Source: an optimization exercise on an open RTL-to-GDS flow (aim: small area, a short achievable clock period and few clock cycles per item). Production flows keep margins and buffers that such runs may drop.
In this exercise RTL edits were held to simulation tests only and were not proved equivalent to the original.
Power figures rest on the tool's default switching activity, not on a simulated workload.

## flow/design.v (module list and top-level ports; edited modules follow where they fit)
// module matrix_op_engine: 2434 lines
module matrix_op_engine #(
  parameter int DW      = 32,
  parameter int AW      = 8,
  parameter int MAX_DIM = 5,
  parameter int A_BASE  = 0,
  parameter int B_BASE  = 32,
  parameter int C_BASE  = 64
) (
  input  logic                clk,
  input  logic                rst_n,
  input  logic                start,
  input  logic [2:0]          op,
  input  logic [DW-1:0]       scalar,
  output logic                busy,
  output logic                done,
  output logic                err,
  output logic [31:0]         cycle_cnt,
  output logic                mem_we,
  output logic [AW-1:0]       mem_addr,
  output logic [DW-1:0]       mem_wdata,
  input  logic [DW-1:0]       mem_rdata
);
  // ...
==> flow/flow/run.sh <==
#!/bin/bash
bash standard.sh SETUP_SLACK_MARGIN=6.0 "BUFFER_PORTS_ARGS=-buffer_cell sky130_fd_sc_hd__buf_1" \
  "CTS_ARGS=-sink_clustering_enable -repair_clock_nets -dont_use_dummy_load -buf_list sky130_fd_sc_hd__clkbuf_8 -sink_clustering_size 16 -sink_clustering_max_diameter 100" \
  finish > standard.log 2>&1
==> flow/standard.sh <==
#!/bin/bash
# synth_recipe.tcl (not shown) runs the flow's synth.tcl, then flattens the netlist and writes it again
# the make line also repeats each setting of config.mk as NAME=value (left out here)
make -C /OpenROAD-flow-scripts/flow DESIGN_CONFIG=/design/flow/config.mk WORK_HOME=/design/flow/orfs CLKGATE_MAP_FILE= SYNTH_SCRIPT=/design/flow/synth_recipe.tcl "${@:-finish}"
==> flow/config.mk <==
export PLATFORM = sky130hd
export DESIGN_NAME = matrix_op_engine
export DESIGN_NICKNAME = matrix_op_engine
export VERILOG_FILES = /design/flow/design.v
export SDC_FILE = /design/flow/constraint.sdc
export NUM_CORES = 4
export LEC_CHECK = 0
export CAP_MARGIN = 20
export CORE_MARGIN = 2
export CORE_UTILIZATION = 80
export SETUP_SLACK_MARGIN = 5
export SLEW_MARGIN = 20
==> flow/constraint.sdc <==
create_clock -name core_clock -period 10.0 [get_ports {clk}]
set_input_delay 2.0000 -clock core_clock [delete_from_list [all_inputs] [get_ports {clk}]]
set_output_delay 2.0000 -clock core_clock [all_outputs]
set_load 0.01 [all_outputs]
==> impl_metrics.tcl, run 1 <==
set metrics [dict create \
    power_density_nw_per_um2 212 \
    clock_buffers 25 \
    synth_fa_ha_area_share_pct 32.8 \
    synth_seq_cells 329 \
    yosys.area.top_type "fa_1" \
    yosys.area_share.simple_pct 17.0 \
    outcome "no timing/DRC/antenna violations" \
    grt_max_degree 59 \
    highest_layer "met5" \
    tns_ns 0 \
    nFillCells 1822 \
    port_buffers 122 \
    syn_area_per_cell_sq_um 9.49 \
    holdCritStartpoint "t_last_q" \
    finalHoldViolations 0 \
    switching_share_pct 49.1 \
    synth_xor_area_share_pct 3.46 \
    p_clk_uw 654 \
    ys_seq_area_share_pct 27.3 \
    n_all_buffers 162 \
    area_share_clock_buf_inv_pct 1.21 \
    cp_top_family "adder cells" \
    grt_pass1_wl_um 124000 \
    worstPathCellList "clkbuf_16 > nand2b_4 > fa_1 > fa_1 > fa_1 > inv_1 > fa_2 > inv_2 > fa_1 > inv_2 > fa_1" \
    ys_top_cells_by_count "nand2_1 (470), fa_1 (377), inv_1 (297)" \
    synthFlopType "dfxtp_1" \
    track_usage_pct 45.9 \
    clk_latency_ns 0.65 \
    synthMuxAreaShare_pct 2.99 \
    postCtsResizedCells 59 \
]
Testbench counts, summed over its fixed seeds: cycles 18,075, ops 480.
==> inputs of run 2 (changes only) <==
==> flow/flow/run.sh (replaced) <==
#!/bin/bash
bash standard.sh SETUP_SLACK_MARGIN=5.75 "BUFFER_PORTS_ARGS=-buffer_cell sky130_fd_sc_hd__buf_2" \
  "CTS_ARGS=-sink_clustering_enable -repair_clock_nets -dont_use_dummy_load -buf_list sky130_fd_sc_hd__clkbuf_8 -sink_clustering_size 16 -sink_clustering_max_diameter 100" \
  finish > standard.log 2>&1
--- a/flow/config.mk
+++ b/flow/config.mk
@@ -8,5 +8,5 @@
 export CAP_MARGIN = 20
 export CORE_MARGIN = 2
-export CORE_UTILIZATION = 80
+export CORE_UTILIZATION = 65
 export SETUP_SLACK_MARGIN = 5
 export SLEW_MARGIN = 20
==> run 2 against run 1 <==
Sequential cell count unchanged. Synthesized cell count is the same. Largest cell class unchanged. Wire length down 9.1%.
==> impl_metrics.tcl, run 2 <==
set metrics [dict create \
    async_flop_share_pct 17.6 \
    grt_pass1_vias 21836 \
    finalHoldViolations 0 \
    final_nets 3430 \
    fmax_mhz 243 \
    hold_slack_ns 0.349 \
    yosysMostFrequentCell "nand2_1" \
    die_w_um 208 \
    path_clk_slew_ns 0.10 \
    drv_cap 0 \
    synthFlopType "dfxtp_1" \
    drcViolationCount 0 \
    h-tree-depth 1 \
    rows 74 \
    synthCells 2855 \
    gp_congestion 0.933 \
    nFillCells 3286 \
    multi_input_area_sq_um 17900 \
    worst_setup_path_start_kind "register" \
    ys_top_cells_by_count "nand2_1 (470), fa_1 (377), inv_1 (297)" \
    min_period_over_period_pct 41.1 \
    start_util_pct 66.0 \
    outcome "no timing/DRC/antenna violations" \
    synth_edf_count 52 \
    clockBufferDepth 3 \
    design_area_sq_um 28400 \
    rsz0062_at_grt "yes" \
    layout_commonest_cell "nand2_1" \
    yosysUniqueCellTypes 77 \
    cts_inserted_buffers 25 \
    crit_required_ns 10.50 \
    area_growth_pct 4.71 \
    reg2reg_depth 9 \
    antenna_found_initial 1 \
    relSlewSlack_pct 18.9 \
    crit_type "register to register" \
    die_h_um 208 \
    power.total_mw 5.83 \
    min_path_type "register to register" \
    num_vias 20850 \
    cts-root-buf "clkbuf_8" \
    yosys.area.top_type "fa_1" \
    p_leak_nw 11.1 \
    drv_slew 0 \
    routedWlPerCell_um 22.6 \
    crit_path_end "c_q[14]" \
    antenna_left 0 \
    drt_first_pass_iters 6 \
    vdd_ir_drop_max_uv 174 \
    post_drt_via_cell_ratio 6.12 \
    synth_seq_cells 329 \
    post-route-min-period_ns 4.11 \
    clk_latency_ns 0.68 \
    tightest_slew_ns 1.22 \
    dieArea_sq_um 43300 \
    port_buffers 122 \
    power_density_nw_per_um2 206 \
    arrival_ns 4.61 \
    yosysTopAreaCellShare_pct 27.9 \
    r2r_start "q_q[3]" \
    mostFrequentLayoutCells "nand2_1 (470), fa_1 (377), inv_1 (296), dfxtp_1 (198), buf_2 (123)" \
    r2r-end "c_q[14]" \
    cp_max_fo 19 \
    syn_area_per_cell_sq_um 9.49 \
    reg2reg_slack_ns 5.89 \
    crit_start "q_q[3]" \
    syn-cell-area_sq_um 27100 \
    skew_ns 0.0852 \
    cts_tree "built" \
    tns_ns 0 \
    grt_pass1_wl_um 122000 \
    synth.area.top_cells "fa_1 (28%), dfxtp_1 (16%), nand2_1 (6.5%)" \
    critPathCaptureType "register" \
    cts_sinks 329 \
    drive_above_1_share_pct 9.29 \
    grt_max_degree 64 \
    register_area_sq_um 7420 \
    wirelength_um 76900 \
    track_usage_pct 36.5 \
    drt_iter0_drc 2017 \
    yosys_warnings 1 \
    dp.final_hpwl_um 57500 \
    utilization_pct 69.2 \
    final-setup-viol-count 0 \
    placed_area_sq_um 27900 \
    ys_seq_area_share_pct 27.3 \
    io_pins 146 \
    globalRouteOverflowTotal 0 \
    core_sq_um 41000 \
]
==> run 2: changes by cell type in the layout (fill, tap and decap cells not counted), sizes merged <==
cell / delta
mux2i: -1
buf: +2
diode: -2
clkbuf: -3
==> run 2: worst max-delay path, stage by stage, from the launching register on <==
cell,delay (ns)
dfxtp_2,0.49
buf_4,0.33
nand2_1,0.12
fa_1,0.52
fa_1,0.52
fa_1,0.52
fa_1,0.45
fa_1,0.52
inv_1,0.06
fa_1,0.47
==> run 2: worst min path at each step <==
| stage | start | endpoint | slack [ns] | cells past startpoint |
|---|---|---|---|---|
| floorplan | t_last_q | m0_last_q | 0.31 | 0 |
| global placement | t_last_q | m0_last_q | 0.31 | 0 |
| detailed placement | t_last_q | m0_last_q | 0.31 | 0 |
| CTS | r_ph1_q | t_ph1_q | 0.35 | 0 |
| global route | r_ph1_q | t_ph1_q | 0.36 | 0 |
| finish | r_ph1_q | t_ph1_q | 0.35 | 0 |
==> run 2: power by group <==
group / leakage (nW) / switching [mW] / total, mW / internal (mW)
Clock: 0.180 / 0.451 / 0.674 / 0.223
Sequential: 3.04 / 0.512 / 2.24 / 1.73
Combinational: 7.89 / 1.85 / 2.91 / 1.06
Total: 11.1 / 2.82 / 5.83 / 3.02
==> run 2: layout make-up <==
class | count | area share (%)
antenna | 1 | 0.00882
inverter | 299 | 3.97
timing repair inverter | 1 | 0.0176
clock buffer | 25 | 1.21
sequential | 329 | 26.2
tap | 532 | 2.35
timing repair buffer | 161 | 3.24
multi-input combinational | 2060 | 63.0
==> run 2: repair_timing <==
item | CTS | global route
hold buffers | 0 | 0
setup endpoints to repair | 23 | 41
gates cloned | 0 | 1
gates resized for setup | 9 | 21
pin swaps | 0 | 0
buffers inserted | 0 | 3
==> run 2: layer usage <==
layer	global-route usage (%)	vias up	routed length, um
li1	-	9191	-
met1	45.1	10424	28700
met2	62.4	994	38100
met3	6.40	241	5980
met4	17.6	0	4080
met5	0	-	0
==> run 2: metrics by stage <==
stage,worst slack (ns),instances
4_1_cts,5.74,3402
5_1_grt,5.76,3407
3_5_place_dp,5.54,3377
2_1_floorplan,5.98,2877
3_3_place_gp,5.74,3376
6_report,5.89,3408
==> run 2: kinds of logic (layout without fill, tap and decap cells) <==
family,Yosys count,in the layout,share of synthesized area [%]
AND/OR/NAND/NOR,975,975,17.0
multiplexers,76,76,2.99
adder cells (fa/ha/maj),483,483,32.8
buffers and inverters,488,486,7.12
XOR/XNOR,107,107,3.46
flip-flops,329,329,27.3
other,1,24,0.0138
AO/OA/AOI/OAI,396,396,9.31
==> inputs of run 3 (changes only) <==
==> flow/flow/run.sh (replaced) <==
#!/bin/bash
bash standard.sh SETUP_SLACK_MARGIN=6.25 "BUFFER_PORTS_ARGS=-buffer_cell sky130_fd_sc_hd__buf_2" \
  "CTS_ARGS=-sink_clustering_enable -repair_clock_nets -dont_use_dummy_load -buf_list sky130_fd_sc_hd__clkbuf_8 -sink_clustering_size 16 -sink_clustering_max_diameter 100" \
  finish > standard.log 2>&1
==> run 3 against run 2 <==
Still clean. Clock power barely moved. Non-clock buffer count rose by 29. Total power up 4.6%. Clock-buffer cell count unchanged. First-iteration DRC count decreased by 7.9%. Clock skew is 0.023 ns lower. Core utilization rose by 2.2 points.
==> impl_metrics.tcl, run 3 <==
set metrics [dict create \
    outcome "no timing/DRC/antenna violations" \
    yosysMostFrequentCell "nand2_1" \
    cts_sinks 329 \
    vdd_ir_drop_max_uv 179 \
    yosys.area.top_type "fa_1" \
    routedWlPerCell_um 23.3 \
    h-tree-depth 1 \
    rows 74 \
    tightest_slew_ns 1.04 \
    ys_top_cells_by_count "nand2_1 (470), fa_1 (377), inv_1 (297)" \
    io_pins 146 \
    clkPwrFrac_pct 11.0 \
    p_switching_mw 2.92 \
    hold_slack_ns 0.345 \
    wirelength_um 80200 \
    synth_seq_cells 329 \
    drive_above_1_share_pct 13.8 \
    port_buffers 122 \
    post_drt_via_cell_ratio 6.20 \
    post-route-min-period_ns 3.90 \
    worst_setup_path_start_kind "register" \
    yosysTopAreaCellShare_pct 27.9 \
    num_vias 21297 \
    drt_first_pass_iters 5 \
    final-setup-viol-count 0 \
    cts_hold_repair.buffers 0 \
    dieArea_sq_um 43300 \
    antenna_found_initial 2 \
    drt_iter0_drc 1857 \
    clk_latency_ns 0.66 \
    die_w_um 208 \
    clockBufferDepth 3 \
    ys_seq_area_share_pct 27.3 \
    power.total_mw 6.10 \
    track_usage_pct 37.0 \
    core_sq_um 41000 \
    utilization_pct 71.3 \
    skew_ns 0.0625 \
    worstPathCellList "clkbuf_16 > nand2b_1 > fa_2 > fa_2 > fa_1 > inv_1 > fa_1 > inv_1 > fa_1 > inv_1 > fa_1" \
    gp_congestion 0.947 \
    design_area_sq_um 29300 \
    mostFrequentLayoutCells "nand2_1 (470), fa_1 (339), inv_1 (279), dfxtp_1 (182), buf_2 (122)" \
    p_leak_nw 11.4 \
    n_antenna_cell 0 \
    drv_cap 0 \
    yosys_warnings 1 \
    drcViolationCount 0 \
    stdcell_count 3437 \
    start_util_pct 66.0 \
    dp.final_hpwl_um 57200 \
    finalHoldViolations 0 \
    power_density_nw_per_um2 208 \
    async_flop_share_pct 17.6 \
    drv_slew 0 \
    crit_buf_inv 4 \
    cts_tree "built" \
    combPwrFrac_pct 51.4 \
    cts-root-buf "clkbuf_8" \
    antenna_left 0 \
    min_period_over_period_pct 39.0 \
    syn-cell-area_sq_um 27100 \
    final_nets 3460 \
    synthCells 2855 \
    fmax_mhz 256 \
    grt_pass1_vias 22064 \
    yosysUniqueCellTypes 77 \
    dp_cells 3373 \
    area_growth_pct 8.01 \
    tns_ns 0 \
    globalRouteOverflowTotal 0 \
    crit_type "register to register" \
    layout_commonest_cell "nand2_1" \
    rsz0062_at_grt "yes" \
    die_h_um 208 \
    preCtsSetupSlack_ns 5.51 \
    placed_area_sq_um 27900 \
    synth_edf_count 52 \
    arrival_ns 4.39 \
    power.internal_mw 3.17 \
    nFillCells 3118 \
    path_common_cell "fa_1" \
    grt_pass1_wl_um 123000 \
    critPathCaptureType "register" \
    min_path_type "register to register" \
    setup_ws_ns 6.10 \
    grt_max_degree 59 \
    path_clk_slew_ns 0.10 \
    cp_top_family "adder cells" \
    switching_share_pct 47.9 \
    crit_required_ns 10.50 \
    cp_max_fo 8 \
    synth.area.top_cells "fa_1 (28%), dfxtp_1 (16%), nand2_1 (6.5%)" \
    relSlewSlack_pct 30.5 \
    pwr-share-seq_pct 37.6 \
    synthFlopType "dfxtp_1" \
    worst_path_max_delay_cell "fa_2" \
    cpPeakStageDelay_ns 0.59 \
    syn_area_per_cell_sq_um 9.49 \
    cts_inserted_buffers 25 \
]
[run 3: changes by cell type in the layout (fill, tap and decap cells not counted), sizes merged]
| cell | change |
|---|---|
| buf | +22 |
| bufbuf | +2 |
| clkbuf | +5 |
| clkinvlp | +1 |
| diode | -1 |
| inv | -1 |
| mux2i | +1 |
[run 3: area by class of cell]
type / instances / area (sq um) / share of cell area (%)
sequential: 329 / 7510 / 25.7
timing repair inverter: 1 / 5.00 / 0.0171
tap: 532 / 666 / 2.28
clock buffer: 25 / 344 / 1.18
inverter: 299 / 1130 / 3.86
multi-input combinational: 2061 / 18200 / 62.2
timing repair buffer: 190 / 1410 / 4.80
[run 3: per-layer routing]
metal	routed length (um)	vias up	GRT usage, %
met2	38800	1159	63.1
met1	29200	10560	46.1
li1	-	9263	-
met5	10	-	0
met3	7050	313	5.03
met4	5080	2	19.5
[run 3: cell families after synthesis]
kind of cell | after synthesis | share of synthesized area [%]
AOI/OAI and AO/OA | 396 | 9.31
xor gates and xnor gates | 107 | 3.46
adders and majority gates | 483 | 32.8
buffers and inverters | 488 | 7.12
DFF | 329 | 27.3
muxes | 76 | 2.99
other | 1 | 0.0138
and+or+nand+nor | 975 | 17.0
[run 3: path summary, 6_finish.rpt]
check / endpoint / start / cells after the start / slack (ns)
setup / recovery: c_q[18] / m0c_q / 11 / 6.10
hold / removal: m0_last_q / t_last_q / 0 / 0.35
setup reg to reg: c_q[18] / m0c_q / 11 / 6.10
min in group asynchronous: mem_addr_q[1] / rst_n / 2 / 1.49
hold reg to reg: m0_last_q / t_last_q / 0 / 0.35
max in group asynchronous: cpa_q / rst_n / 2 / 7.94
[run 3: power by group through the flow]
stage	clock [mW]	combinational, mW	sequential, mW
global route	0.723	3.41	2.32
CTS	0.683	2.92	2.26
floorplan	0	2.14	1.95
detailed placement	0	2.81	2.28
global placement	0	2.73	2.27
finish	0.672	3.13	2.29
[run 3: repair_timing]
item	4_1_cts	5_1_grt
setup endpoints to repair	79	56
resized for setup	101	81
buffers inserted	10	18
gates cloned	4	7
pin swaps	10	42
==> inputs of run 4 (changes only) <==
==> flow/flow/run.sh (replaced) <==
#!/bin/bash
bash standard.sh SETUP_SLACK_MARGIN=6.0 "BUFFER_PORTS_ARGS=-buffer_cell sky130_fd_sc_hd__buf_2" \
  "CTS_ARGS=-sink_clustering_enable -repair_clock_nets -dont_use_dummy_load -buf_list sky130_fd_sc_hd__clkbuf_8 -sink_clustering_size 16 -sink_clustering_max_diameter 100" \
  finish > standard.log 2>&1
--- a/flow/config.mk
+++ b/flow/config.mk
@@ -9,4 +9,5 @@
 export CORE_MARGIN = 2
 export CORE_UTILIZATION = 65
+export PLACE_DENSITY = 0.75
 export SETUP_SLACK_MARGIN = 5
 export SLEW_MARGIN = 20
==> run 4 against run 3 <==
Still clean on timing, DRC and antenna. Area after synthesis unchanged. Non-clock buffer count down 18. Maximum frequency shrank 1.6%. Global-route usage decreased by 0.75 points. Clock skew up 0.016 ns. Critical path type unchanged.
==> impl_metrics.tcl, run 4 <==
set metrics [dict create \
    synth_edf_count 52 \
    stdcell_count 3423 \
    mostFrequentLayoutCells "nand2_1 (470), fa_1 (354), inv_1 (292), dfxtp_1 (188), buf_2 (123)" \
    layout_commonest_cell "nand2_1" \
    drt_iter0_drc 1971 \
    dp_cells 3373 \
    cts_tree "built" \
    final-setup-viol-count 0 \
    preCtsSetupSlack_ns 5.53 \
    die_h_um 208 \
    drv_slew 0 \
    relSlewSlack_pct 31.9 \
    drv_cap 0 \
    min_period_over_period_pct 39.6 \
    dp.final_hpwl_um 57300 \
    outcome "no timing/DRC/antenna violations" \
    min_path_type "register to register" \
    drt_first_pass_iters 8 \
    synthCells 2855 \
    crit_required_ns 10.49 \
    final_nets 3441 \
    cts_inserted_buffers 25 \
    drcViolationCount 0 \
    syn-cell-area_sq_um 27100 \
    die_w_um 208 \
    io_pins 146 \
    track_usage_pct 36.2 \
    synthFlopType "dfxtp_1" \
    crit_start "m0c_q" \
    num_vias 21158 \
    fmax_mhz 252 \
    yosysTopAreaCellShare_pct 27.9 \
    grt_max_degree 64 \
    vdd_ir_drop_max_uv 178 \
    tightest_slew_ns 1.02 \
    ys_seq_area_share_pct 27.3 \
    critPathCaptureType "register" \
    start_util_pct 66.0 \
    antenna_found_initial 4 \
    antenna_left 0 \
    async_flop_share_pct 17.6 \
    syn_area_per_cell_sq_um 9.49 \
    yosys_warnings 1 \
    clk_latency_ns 0.68 \
    area_growth_pct 6.33 \
    post_drt_via_cell_ratio 6.18 \
    clockBufferDepth 3 \
    synth.area.top_cells "fa_1 (28%), dfxtp_1 (16%), nand2_1 (6.5%)" \
    holdPathStages 0 \
    grt_pass1_vias 22126 \
    combPwrFrac_pct 50.3 \
    holdCritStartpoint "t_last_q" \
    wirelength_um 78300 \
    rsz0062_at_grt "yes" \
    port_buffers 122 \
    cts-root-buf "clkbuf_8" \
    power.internal_mw 3.08 \
    reg2reg_depth 11 \
    worst_path_max_delay_cell "fa_2" \
    nFillCells 3114 \
    gp_congestion 0.931 \
    h-tree-depth 1 \
    path_clk_slew_ns 0.10 \
    tns_ns 0 \
    multi_input_area_sq_um 18100 \
    post-route-min-period_ns 3.96 \
    rows 74 \
    clkPwrFrac_pct 11.3 \
    register_area_sq_um 7490 \
    drive_above_1_share_pct 11.6 \
    yosys.area.top_type "fa_1" \
    setup_ws_ns 6.04 \
    yosysMostFrequentCell "nand2_1" \
    switching_share_pct 48.0 \
    p_switching_mw 2.85 \
    finalHoldViolations 0 \
    cts_sinks 329 \
    cts_hold_repair.buffers 0 \
    crit_type "register to register" \
    power_density_nw_per_um2 206 \
    worst_setup_path_start_kind "register" \
    r2r_start "m0c_q" \
    grt_pass1_wl_um 122000 \
    cp_max_fo 8 \
    yosysUniqueCellTypes 77 \
    arrival_ns 4.45 \
    routedWlPerCell_um 22.9 \
    skew_ns 0.0783 \
    p_leak_nw 11.2 \
    dieArea_sq_um 43300 \
    path_common_cell "fa_1" \
    cpPeakStageDelay_ns 0.59 \
    worstPathCellList "buf_6 > nand2b_1 > fa_2 > fa_1 > fa_1 > inv_1 > fa_1 > inv_1 > fa_1 > inv_1 > fa_1" \
    globalRouteOverflowTotal 0 \
    hold_slack_ns 0.347 \
    ys_top_cells_by_count "nand2_1 (470), fa_1 (377), inv_1 (297)" \
    core_sq_um 41000 \
    synth_seq_cells 329 \
    pwr-share-seq_pct 38.4 \
]
run 4: critical path: cells and delay by family, from the launching register on:
family,cells,cell delay (ns)
adder cells (fa/ha/maj),6,2.75
AND/OR/NAND/NOR,1,0.18
buffers and inverters,4,0.41
flip-flops,1,0.43
run 4: logic make-up (layout without fill, tap and decap cells):
group / count (synthesis) / after routing / synth area share, %
AOI/OAI and AO/OA: 396 / 396 / 9.31
xor gates and xnor gates: 107 / 107 / 3.46
adders and majority gates: 483 / 483 / 32.8
buffers and inverters: 488 / 497 / 7.12
DFF: 329 / 329 / 27.3
muxes: 76 / 76 / 2.99
other: 1 / 28 / 0.0138
and+or+nand+nor: 975 / 975 / 17.0
run 4: worst paths after layout:
check | to | slack (ns)
setup / recovery | c_q[18] | 6.04
hold / removal | m0_last_q | 0.35
setup reg to reg | c_q[18] | 6.04
hold reg to reg | m0_last_q | 0.35
max in group asynchronous | hdr_k_q[0] | 7.97
min in group asynchronous | busy_q | 1.46
run 4: through the flow:
stage	utilization [%]	power [mW]	instance area (sq um)
floorplan	-	4.08	27200
global placement	68.0	4.98	27900
detailed placement	68.0	5.07	27900
CTS	69.1	5.77	28400
global route	70.2	6.30	28800
finish	70.2	5.92	28800
run 4: area by class of cell:
type	instances	area share, %
Multi-Input combinational cell	2060	62.7
Sequential cell	329	26.0
Inverter	299	3.91
Timing Repair Buffer	172	3.81
Tap cell	532	2.31
Clock buffer	25	1.19
Antenna cell	5	0.0434
Timing Repair inverter	1	0.0174
run 4: timing repair:
action	CTS	global route
cloned	1	5
resized for setup	47	71
setup endpoints to repair	62	38
pin swaps	1	25
buffers inserted	2	11
run 4: power by group through the flow:
| stage | Sequential, mW | Combinational, mW | Clock, mW |
|---|---|---|---|
| floorplan | 1.95 | 2.13 | 0 |
| finish | 2.27 | 2.98 | 0.672 |
| global route | 2.31 | 3.27 | 0.724 |
| global placement | 2.24 | 2.74 | 0 |
| detailed placement | 2.25 | 2.82 | 0 |
| CTS | 2.23 | 2.86 | 0.680 |
run 4: layer usage:
layer  up-vias  track usage (%)  share of wire [%]
met4         2             18.6                5.7
met3       305             6.63                9.0
met1     10495             44.1                 36
li1       9220                -                  -
met5         -                0              0.017
met2      1136             61.9                 49
==> inputs of run 5 (changes only) <==
--- a/flow/config.mk
+++ b/flow/config.mk
@@ -9,5 +9,4 @@
 export CORE_MARGIN = 2
 export CORE_UTILIZATION = 65
-export PLACE_DENSITY = 0.75
 export SETUP_SLACK_MARGIN = 5
 export SLEW_MARGIN = 20
==> run 5 against run 4 <==
Sequential power hardly changed. Combinational power hardly changed. Highest routed layer is now met4. Clock-buffer cell count stayed put. First-iteration DRC count is 10% lower. Maximum frequency is 1.2% higher. Still clean on timing, DRC and antenna. Clock skew is 0.027 ns lower. Total power is 0.44% lower. Die area stayed put. Largest power group unchanged. Hold slack better by 0.0050 ns. Clock power is 1% lower. Critical path type unchanged. Core utilization is 0.45 points lower. Design area is 0.65% lower.
==> impl_metrics.tcl, run 5 <==
set metrics [dict create \
    outcome "no timing/DRC/antenna violations" \
    utilization_pct 69.8 \
    preCtsSetupSlack_ns 5.55 \
    min_period_over_period_pct 39.1 \
    dieArea_sq_um 43300 \
    die_w_um 208 \
    async_flop_share_pct 17.6 \
    highest_layer "met4" \
    drv_cap 0 \
    wirelength_um 77900 \
    critPathCaptureType "register" \
    final-setup-viol-count 0 \
    power_density_nw_per_um2 206 \
    grt_pass1_wl_um 122000 \
    finalHoldViolations 0 \
    worstPathCellList "buf_4 > and2_1 > fa_1 > inv_1 > fa_1 > fa_1 > fa_1 > inv_1 > fa_1" \
    drcViolationCount 0 \
    syn-cell-area_sq_um 27100 \
    yosysUniqueCellTypes 77 \
    core_sq_um 41000 \
    h-tree-depth 1 \
    synth.area.top_cells "fa_1 (28%), dfxtp_1 (16%), nand2_1 (6.5%)" \
    synthCells 2855 \
    track_usage_pct 36.5 \
    worst_path_max_delay_cell "dfxtp_1" \
    crit_buf_inv 3 \
    gp_congestion 0.935 \
    crit_type "register to register" \
    clockBufferDepth 3 \
    cp_max_fo 20 \
    wl_met1_um 28800 \
    io_pins 146 \
    num_vias 21055 \
    final_nets 3436 \
    port_buffers 122 \
    cts_inserted_buffers 25 \
    ys_top_cells_by_count "nand2_1 (470), fa_1 (377), inv_1 (297)" \
    tns_ns 0 \
    crit_required_ns 10.53 \
    yosysMostFrequentCell "nand2_1" \
    layout_commonest_cell "nand2_1" \
    holdCritStartpoint "r_chk_q" \
    die_h_um 208 \
    yosysTopAreaCellShare_pct 27.9 \
    relSlewSlack_pct 24.9 \
    cts_sinks 329 \
    drive_above_1_share_pct 10.3 \
    start_util_pct 66.0 \
    grt_max_degree 64 \
    cpPeakStageDelay_ns 0.76 \
    tightest_slew_ns 1.12 \
    syn_area_per_cell_sq_um 9.49 \
    path_common_cell "fa_1" \
    synthFlopType "dfxtp_1" \
    ys_seq_area_share_pct 27.3 \
    grt_pass1_vias 21879 \
    drt_iter0_drc 1769 \
    globalRouteOverflowTotal 0 \
    cp_top_family "adder cells" \
    cts_tree "built" \
    nFillCells 3232 \
    clk_latency_ns 0.66 \
    drt_first_pass_iters 5 \
    synth_seq_cells 329 \
    antenna_left 0 \
    min_path_type "register to register" \
    worst_setup_path_start_kind "register" \
    yosys.area.top_type "fa_1" \
    dr_wl_met3_um 6230 \
    yosys_warnings 1 \
    post-route-min-period_ns 3.91 \
    arrival_ns 4.44 \
    fmax_mhz 256 \
    cts-root-buf "clkbuf_8" \
    mostFrequentLayoutCells "nand2_1 (470), fa_1 (369), inv_1 (296), dfxtp_1 (191), buf_2 (122)" \
    rows 74 \
    vdd_ir_drop_max_uv 201 \
    rsz0062_at_grt "yes" \
    antenna_found_initial 1 \
    crit_start "q_q[2]" \
    routedWlPerCell_um 22.8 \
    p_leak_nw 11.2 \
    wl_met2_um 38600 \
    setup_ws_ns 6.09 \
    area_growth_pct 5.64 \
    synth_edf_count 52 \
    path_clk_slew_ns 0.11 \
    drv_slew 0 \
    cts_hold_repair.buffers 0 \
    dp.final_hpwl_um 57600 \
    r2r_start "q_q[2]" \
    post_drt_via_cell_ratio 6.17 \
    skew_ns 0.0516 \
]
==> run 5: power by group <==
part / switching, mW / total, mW / internal [mW]
registers: 0.509 / 2.25 / 1.74
clock network: 0.442 / 0.665 / 0.223
logic: 1.88 / 2.98 / 1.10
total: 2.83 / 5.90 / 3.06
==> run 5: cell families after synthesis <==
| logic type | synth area share, % |
|---|---|
| xor+xnor | 3.46 |
| other cells | 0.0138 |
| fa+ha+maj | 32.8 |
| flops | 27.3 |
| mux | 2.99 |
| simple gates | 17.0 |
| compound gates | 9.31 |
| buf+inv | 7.12 |
==> run 5: through the flow <==
step           hold WS (ns)  power, mW  cell area, sq um  cells
2_1_floorplan         0.310       4.08             27200   2877
3_3_place_gp          0.311       5.00             27900   3375
3_5_place_dp          0.317       5.09             27900   3376
4_1_cts               0.353       5.78             28300   3403
5_1_grt               0.356       6.26             28600   3413
6_report              0.352       5.90             28600   3414
==> run 5: cell type report <==
type / instances / area, sq um / share of cell area (%)
multi-input combinational: 2060 / 17900 / 62.6
sequential: 329 / 7470 / 26.1
inverter: 299 / 1130 / 3.93
timing repair buffer: 167 / 1070 / 3.74
tap: 532 / 666 / 2.33
clock buffer: 25 / 344 / 1.20
timing repair inverter: 1 / 5.00 / 0.0175
antenna: 1 / 2.50 / 0.00874
==> run 5: metal layers <==
layer / vias up / global-route usage, %
li1: 9199 / -
met1: 10516 / 45.0
met2: 1070 / 63.6
met3: 270 / 5.78
met4: 0 / 16.6
met5: - / 0
==> run 5: what timing repair did <==
| item | CTS | global route |
|---|---|---|
| setup buffers | 1 | 7 |
| gates resized for setup | 32 | 55 |
| pin swaps | 0 | 4 |
| endpoints found under the setup margin | 62 | 42 |
| gates cloned | 1 | 2 |
==> run 5: worst paths after layout <==
| check | slack [ns] | depth (start not counted) | end |
|---|---|---|---|
| max in group asynchronous | 7.97 | 2 | cpa_q |
| min in group asynchronous | 1.47 | 2 | cnt_q[0] |
| worst min-delay path | 0.35 | 0 | t_chk_q |
| worst max-delay path | 6.09 | 9 | c_q[13] |
| worst max register to register | 6.09 | 9 | c_q[13] |
| worst min register to register | 0.35 | 0 | t_chk_q |
==> inputs of run 6 (changes only) <==
--- a/flow/config.mk
+++ b/flow/config.mk
@@ -6,7 +6,7 @@
 export NUM_CORES = 4
 export LEC_CHECK = 0
-export CAP_MARGIN = 20
+export CAP_MARGIN = 5
 export CORE_MARGIN = 2
 export CORE_UTILIZATION = 65
 export SETUP_SLACK_MARGIN = 5
-export SLEW_MARGIN = 20
+export SLEW_MARGIN = 5
==> run 6 against run 5 <==
Still clean. Wire length grew 0.37%. Area after synthesis did not move. Register-to-register slack about the same. Hold slack improved by 0.00095 ns. Core utilization up 0.14 points. Synthesized cell count did not move. Critical endpoint is now w_q[25].
==> impl_metrics.tcl, run 6 <==
set metrics [dict create \
    outcome "no timing/DRC/antenna violations" \
    path_common_cell "fa_1" \
    finalHoldViolations 0 \
    pwr-share-seq_pct 38.2 \
    worst_setup_path_start_kind "register" \
    cts_inserted_buffers 25 \
    io_pins 146 \
    hold_slack_ns 0.353 \
    cp_num_cells 12 \
    core_sq_um 41000 \
    critPathCaptureType "register" \
    synthFlopType "dfxtp_1" \
    drt_iter0_drc 1694 \
    syn_area_per_cell_sq_um 9.49 \
    routedWlPerCell_um 22.9 \
    relSlewSlack_pct 17.8 \
    area_growth_pct 5.85 \
    grt_max_degree 64 \
    die_w_um 208 \
    post-route-min-period_ns 3.92 \
    cpPeakStageDelay_ns 0.62 \
    rows 74 \
    port_buffers 122 \
    dp.final_hpwl_um 57300 \
    antenna_found_initial 1 \
    cts_hold_repair.buffers 0 \
    post_drt_via_cell_ratio 6.14 \
    clk_latency_ns 0.66 \
    final-setup-viol-count 0 \
    worst_path_max_delay_cell "or4_1" \
    synth_edf_count 52 \
    num_vias 20977 \
    p_switching_mw 2.84 \
    rsz0062_at_grt "no" \
    yosysMostFrequentCell "nand2_1" \
    cts-root-buf "clkbuf_8" \
    ys_top_cells_by_count "nand2_1 (470), fa_1 (377), inv_1 (297)" \
    drcViolationCount 0 \
    yosys.area.top_type "fa_1" \
    crit_buf_inv 0 \
    path_clk_slew_ns 0.10 \
    drv_slew 0 \
    drive_above_1_share_pct 10.5 \
    mostFrequentLayoutCells "nand2_1 (470), fa_1 (363), inv_1 (296), dfxtp_1 (192), buf_2 (122)" \
    worstPathCellList "ha_1 > fa_1 > a21oi_1 > nor2_1 > o211a_1 > or4_1 > nand3_2 > nand2_1 > a21o_1 > fa_1 > xnor2_1 > o21ai_0" \
    p_leak_nw 11.2 \
    grt_pass1_vias 21728 \
    tightest_slew_ns 1.23 \
    utilization_pct 69.9 \
    clkPwrFrac_pct 11.3 \
    grt_pass1_wl_um 121000 \
    ys_seq_area_share_pct 27.3 \
    n_antenna_cell 0 \
    crit_type "register to register" \
    die_h_um 208 \
    synthCells 2855 \
    yosysUniqueCellTypes 77 \
    synth.area.top_cells "fa_1 (28%), dfxtp_1 (16%), nand2_1 (6.5%)" \
    yosysTopAreaCellShare_pct 27.9 \
    track_usage_pct 36.4 \
    wirelength_um 78200 \
    combPwrFrac_pct 50.5 \
    tns_ns 0 \
    async_flop_share_pct 17.6 \
    min_period_over_period_pct 39.2 \
    min_path_type "register to register" \
    globalRouteOverflowTotal 0 \
    power_density_nw_per_um2 206 \
    start_util_pct 66.0 \
    gp_congestion 0.935 \
    layout_commonest_cell "nand2_1" \
    skew_ns 0.0642 \
    h-tree-depth 1 \
    reg2reg_depth 12 \
    clockBufferDepth 3 \
    synth_seq_cells 329 \
    dieArea_sq_um 43300 \
    vdd_ir_drop_max_uv 208 \
    arrival_ns 4.37 \
    cp_top_family "compound AO/OA/AOI/OAI gates" \
    final_nets 3439 \
    fmax_mhz 255 \
    holdPathStages 0 \
    switching_share_pct 48.1 \
    drv_cap 0 \
    drt_first_pass_iters 7 \
    cts_sinks 329 \
    cts_tree "built" \
    yosys_warnings 1 \
    crit_required_ns 10.44 \
    power.internal_mw 3.06 \
    cp_max_fo 3 \
    syn-cell-area_sq_um 27100 \
    antenna_left 0 \
]
[run 6: cell types whose count changed in the layout (fill, tap and decap cells not counted), sizes merged]
cell    before  now
buf        165  166
clkbuf      27   29
diode        1    0
[run 6: path summary, 6_finish.rpt]
check / slack, ns / endpoint / start
max: 6.08 / w_q[25] / s_q[0]
min: 0.35 / t_ph1_q / r_ph1_q
max reg2reg: 6.08 / w_q[25] / s_q[0]
min reg2reg: 0.35 / t_ph1_q / r_ph1_q
max in group asynchronous: 7.98 / is_cv_q / rst_n
min in group asynchronous: 1.47 / run_q[0] / rst_n
[run 6: per-layer routing]
layer | routed length, um | track usage, % | share of wire, % | vias up
li1 | - | - | - | 9219
met1 | 29000 | 45.5 | 37 | 10457
met2 | 38900 | 63.0 | 50 | 1036
met3 | 6170 | 4.85 | 7.9 | 265
met4 | 4170 | 16.8 | 5.3 | 0
met5 | 0 | 0 | 0 | -
[run 6: what timing repair did]
item | 4_1_cts | 5_1_grt
pin swaps | 0 | 13
setup endpoints to repair | 61 | 42
buffers inserted | 1 | 9
resized for setup | 31 | 61
cloned | 1 | 5
endpoints found under the hold margin | 0 | 0
[run 6: final cells by class]
class	count	area (sq um)
clock buffers	25	344
fillers	3281	12300
inverters	299	1130
multi-input cells	2060	17900
flip-flops and latches	329	7480
well taps	532	666
repair buffers	170	1120
repair inverters	1	5.00
[run 6: worst register-to-register path, cell delays in order (launching register included)]
cell and delay [ns]:
dfxtp_1 0.32, ha_1 0.21, fa_1 0.40, a21oi_1 0.24, nor2_1 0.15, o211a_1 0.28, or4_1 0.63, nand3_2 0.20
nand2_1 0.07, a21o_1 0.20, fa_1 0.38, xnor2_1 0.18, o21ai_0 0.46
[run 6: cell families (layout without fill, tap and decap cells)]
kind of cell             Yosys count  after routing  share of synthesized area, %
AND/OR/NAND/NOR                  975            975                          17.0
buffers and inverters            488            495                          7.12
adder cells (fa/ha/maj)          483            483                          32.8
AO/OA/AOI/OAI                    396            396                          9.31
flip-flops                       329            329                          27.3
XOR/XNOR                         107            107                          3.46
multiplexers                      76             76                          2.99
other                              1             23                        0.0138
[run 6: power groups by stage]
stage / Combinational, mW / Sequential, mW / Clock (mW)
global route: 3.27 / 2.28 / 0.717
global placement: 2.77 / 2.23 / 0
floorplan: 2.13 / 1.95 / 0
CTS: 2.86 / 2.22 / 0.678
finish: 2.98 / 2.25 / 0.665
detailed placement: 2.84 / 2.24 / 0
[run 6: per-stage QoR]
step	area [sq um]	cells	total power [mW]	worst slack, ns
3_5_place_dp	27900	3375	5.08	5.54
6_report	28700	3416	5.90	6.08
5_1_grt	28700	3416	6.27	5.96
4_1_cts	28300	3402	5.76	5.98
2_1_floorplan	27200	2877	4.08	6.00
3_3_place_gp	27900	3375	5.00	5.62
==> inputs of run 7 (changes only) <==
==> flow/flow/run.sh (replaced) <==
#!/bin/bash
# Standard layout (the standard.sh), with:
# - synthesis by flow/synth_noabc.tcl: synth_recipe.tcl without Yosys's generic ABC pass;
# - plain buffers (not delay cells) on the ports;
# - a clock tree of fewer, smaller buffers without dummy loads.
# Full tool output goes to standard.log.
here=$(cd "$(dirname "$0")" && pwd)
bash standard.sh "SYNTH_SCRIPT=$here/synth_noabc.tcl" SETUP_SLACK_MARGIN=6.0 \
  "BUFFER_PORTS_ARGS=-buffer_cell sky130_fd_sc_hd__buf_2" \
  "CTS_ARGS=-sink_clustering_enable -repair_clock_nets -dont_use_dummy_load -buf_list sky130_fd_sc_hd__clkbuf_8 -sink_clustering_size 16 -sink_clustering_max_diameter 100" \
  finish > standard.log 2>&1
==> flow/flow/synth_noabc.tcl (new file) <==
# The standard flow's synthesis script (synth_recipe.tcl) with one change: Yosys's synth runs without its
# internal generic ABC pass, so that the full adders written in the RTL are extracted as
# they are written (the final technology mapping with ABC still runs in synth.tcl).
proc synth {args} { yosys synth -nofsm -noshare -noabc {*}$args }
source $::env(SCRIPTS_DIR)/synth.tcl
# left out here: clear keep_hierarchy, flatten, clean up, hide names made inside functions, write 1_2_yosys.v
--- a/flow/config.mk
+++ b/flow/config.mk
@@ -6,7 +6,7 @@
 export NUM_CORES = 4
 export LEC_CHECK = 0
-export CAP_MARGIN = 5
+export CAP_MARGIN = 20
 export CORE_MARGIN = 2
 export CORE_UTILIZATION = 65
 export SETUP_SLACK_MARGIN = 5
-export SLEW_MARGIN = 5
+export SLEW_MARGIN = 20
==> run 7 against run 6 <==
Still clean on timing, DRC and antenna. Critical path depth is the same. Sequential share of layout area rose by 0.19 points. Clock skew down 0.0049 ns. Die area fell by 1.1%. Setup slack lost 0.022 ns. Clock power barely moved. Combinational power decreased by 13%. Sequential power fell by 8%. Hold slack lost 0.014 ns. Critical endpoint is now c_q[31]. Largest power group unchanged.
==> impl_metrics.tcl, run 7 <==
set metrics [dict create \
    antenna_found_initial 4 \
    yosys_warnings 1 \
    finalHoldViolations 0 \
    hold_slack_ns 0.338 \
    crit_type "register to register" \
    io_pins 146 \
    drt_first_pass_iters 5 \
    power_density_nw_per_um2 188 \
    clk_latency_ns 0.65 \
    path_clk_slew_ns 0.11 \
    synth_edf_count 52 \
    min_path_type "register to register" \
    final-setup-viol-count 0 \
    dieArea_sq_um 42900 \
    preCtsSetupSlack_ns 5.50 \
    p_leak_nw 13.6 \
    grt_pass1_vias 20913 \
    ys_seq_area_share_pct 27.6 \
    fmax_mhz 254 \
    dp_cells 3136 \
    skew_ns 0.0593 \
    start_util_pct 65.8 \
    track_usage_pct 36.5 \
    tns_ns 0 \
    layout_commonest_cell "and2_1" \
    die_h_um 207 \
    yosysMostFrequentCell "and2_1" \
    nFillCells 3134 \
    cts_tree "built" \
    cts_hold_repair.buffers 0 \
    final_nets 3197 \
    grt_max_degree 67 \
    setup_ws_ns 6.06 \
    multi_input_area_sq_um 18600 \
    syn-cell-area_sq_um 26800 \
    worst_setup_path_start_kind "register" \
    register_area_sq_um 7470 \
    yosysTopAreaCellShare_pct 28.2 \
    gp_congestion 0.931 \
    area_growth_pct 6.13 \
    rows 74 \
    drive_above_1_share_pct 11.8 \
    critPathCaptureType "register" \
    wirelength_um 77900 \
    async_flop_share_pct 17.6 \
    antenna_left 0 \
    outcome "no timing/DRC/antenna violations" \
    synth_seq_cells 329 \
    port_buffers 122 \
    utilization_pct 69.8 \
    grt_pass1_wl_um 121000 \
    post_drt_via_cell_ratio 6.23 \
    yosysUniqueCellTypes 84 \
    cts_inserted_buffers 25 \
    synthFlopType "dfxtp_1" \
    synth.area.top_cells "fa_1 (28%), dfxtp_1 (16%), and2_1 (9.2%)" \
    vdd_ir_drop_max_uv 221 \
    ys_top_cells_by_count "and2_1 (394), fa_1 (377), nand2_1 (221)" \
    cts_sinks 329 \
    yosys.area.top_type "fa_1" \
    crit_required_ns 10.55 \
    h-tree-depth 1 \
    rsz0062_at_grt "yes" \
    stdcell_count 3181 \
    clockBufferDepth 3 \
    cp_max_fo 20 \
    num_vias 19821 \
    post-route-min-period_ns 3.94 \
    min_period_over_period_pct 39.4 \
    syn_area_per_cell_sq_um 10.3 \
    relSlewSlack_pct 30.1 \
    drv_slew 0 \
    cts-root-buf "clkbuf_8" \
    drt_iter0_drc 1780 \
    drcViolationCount 0 \
    routedWlPerCell_um 24.5 \
    die_w_um 207 \
    mostFrequentLayoutCells "and2_1 (392), fa_1 (369), nand2_1 (221), dfxtp_1 (185), buf_2 (122)" \
    core_sq_um 40700 \
    tightest_slew_ns 1.04 \
    drv_cap 0 \
    arrival_ns 4.49 \
    globalRouteOverflowTotal 0 \
    synthCells 2606 \
    dp.final_hpwl_um 55900 \
]
-- run 7: changes by cell type after synthesis, sizes merged, moves of 9 or more --
cell	delta
a21oi	-12
nor2b	+46
nand2b	-43
nand2	-249
inv	-242
mux2i	-9
xnor2	+13
and2	+277
clkbuf	-13
-- run 7: final timing paths --
| path | from | end | slack (ns) | cells past startpoint |
|---|---|---|---|---|
| min in group asynchronous | rst_n | cnt_q[0] | 1.51 | 2 |
| max reg2reg | q_q[12] | c_q[31] | 6.06 | 12 |
| max | q_q[12] | c_q[31] | 6.06 | 12 |
| max in group asynchronous | rst_n | cpa_q | 7.93 | 2 |
| min reg2reg | t_ph1_q | m0_ph1_q | 0.34 | 0 |
| min | t_ph1_q | m0_ph1_q | 0.34 | 0 |
-- run 7: stage by stage --
step           area (sq um)  power (mW)
3_5_place_dp          27600        4.55
3_3_place_gp          27600        4.47
4_1_cts               28100        5.25
5_1_grt               28400        5.66
2_1_floorplan         26900        3.70
6_report              28400        5.33
-- run 7: layout make-up --
cell class,instances,share of cell area [%]
multi-input combinational,2065,65.4
sequential,329,26.3
timing repair buffer,171,4.01
tap,532,2.34
clock buffer,25,1.21
inverter,57,0.752
antenna,2,0.0176
-- run 7: what timing repair did --
item                                    in CTS  in global routing
buffers inserted                             0                 13
pin swaps                                    0                 14
endpoints found under the setup margin      50                 29
gates resized for setup                     34                 54
gates cloned                                 2                  3
-- run 7: metal layers --
| metal | up-vias | global-route usage [%] | wire length, um | part of all wire (%) |
|---|---|---|---|---|
| met5 | - | 0 | 23 | 0.030 |
| met4 | 4 | 18.7 | 4660 | 6.0 |
| met3 | 217 | 6.75 | 6560 | 8.4 |
| met2 | 934 | 59.4 | 37200 | 48 |
| met1 | 9953 | 47.0 | 29400 | 38 |
| li1 | 8713 | - | - | - |
-- run 7: critical path, cell delays in order (launching register included) --
cell,delay (ns)
dfxtp_2,0.49
and2_1,0.26
fa_1,0.46
fa_1,0.54
fa_1,0.44
fa_2,0.38
fa_2,0.36
xnor2_2,0.18
xnor2_1,0.15
xnor2_1,0.15
xnor2_1,0.16
xnor2_1,0.16
xnor2_1,0.13
-- run 7: power breakdown --
| group | switching, mW | internal (mW) |
|---|---|---|
| clock network | 0.442 | 0.224 |
| registers | 0.379 | 1.70 |
| logic | 1.61 | 0.981 |
| total | 2.43 | 2.91 |
-- run 7: cell families (layout without fill, tap and decap cells) --
kind of cell / count (synthesis) / count (layout) / share of synthesized area, %
other cells: 1 / 25 / 0.0140
xor+xnor: 116 / 116 / 3.85
flops: 329 / 329 / 27.6
buf+inv: 234 / 253 / 3.69
simple gates: 1002 / 1002 / 20.1
fa+ha+maj: 480 / 480 / 33.0
mux: 67 / 67 / 2.69
compound gates: 377 / 377 / 9.05

## what the ideal ports hide
The flow's constraints put no driver on any port. The routed layouts listed below were extracted and timed again, unchanged, in two steps. Step 1: set_driving_cell puts a clkbuf_16 on clk and a buf_2 on each other input, an assumption about the parent block. Step 2 adds t to the input delays and takes it off the output delays; t is the mean of the earliest and latest rising clock arrival at the registers after step 1. Input paths then give back, and output paths get back, about the clock's delay inside the block. Three values: ideal ports, drivers, drivers and shift; two values: the first two.
run	t (ns)	setup WS [ns]	clock arrival spread, ns
run 1	0.664	5.761 / 5.761 / 5.761	0.080 / 0.080
run 2	0.700	5.889 / 5.889 / 5.889	0.087 / 0.088
run 3	0.684	6.101 / 6.101 / 6.101	0.065 / 0.065
run 4	0.694	6.039 / 6.039 / 6.039	0.079 / 0.079
run 5	0.685	6.086 / 6.086 / 5.922	0.052 / 0.052
run 6	0.684	6.078 / 6.078 / 5.897	0.064 / 0.064
run 7	0.673	6.056 / 6.056 / 6.056	0.060 / 0.060
After both steps setup and hold are still met in every run listed. The setup slack of run 6, which loses most, moves by 0.000 ns with the drivers and by -0.181 ns with both steps.
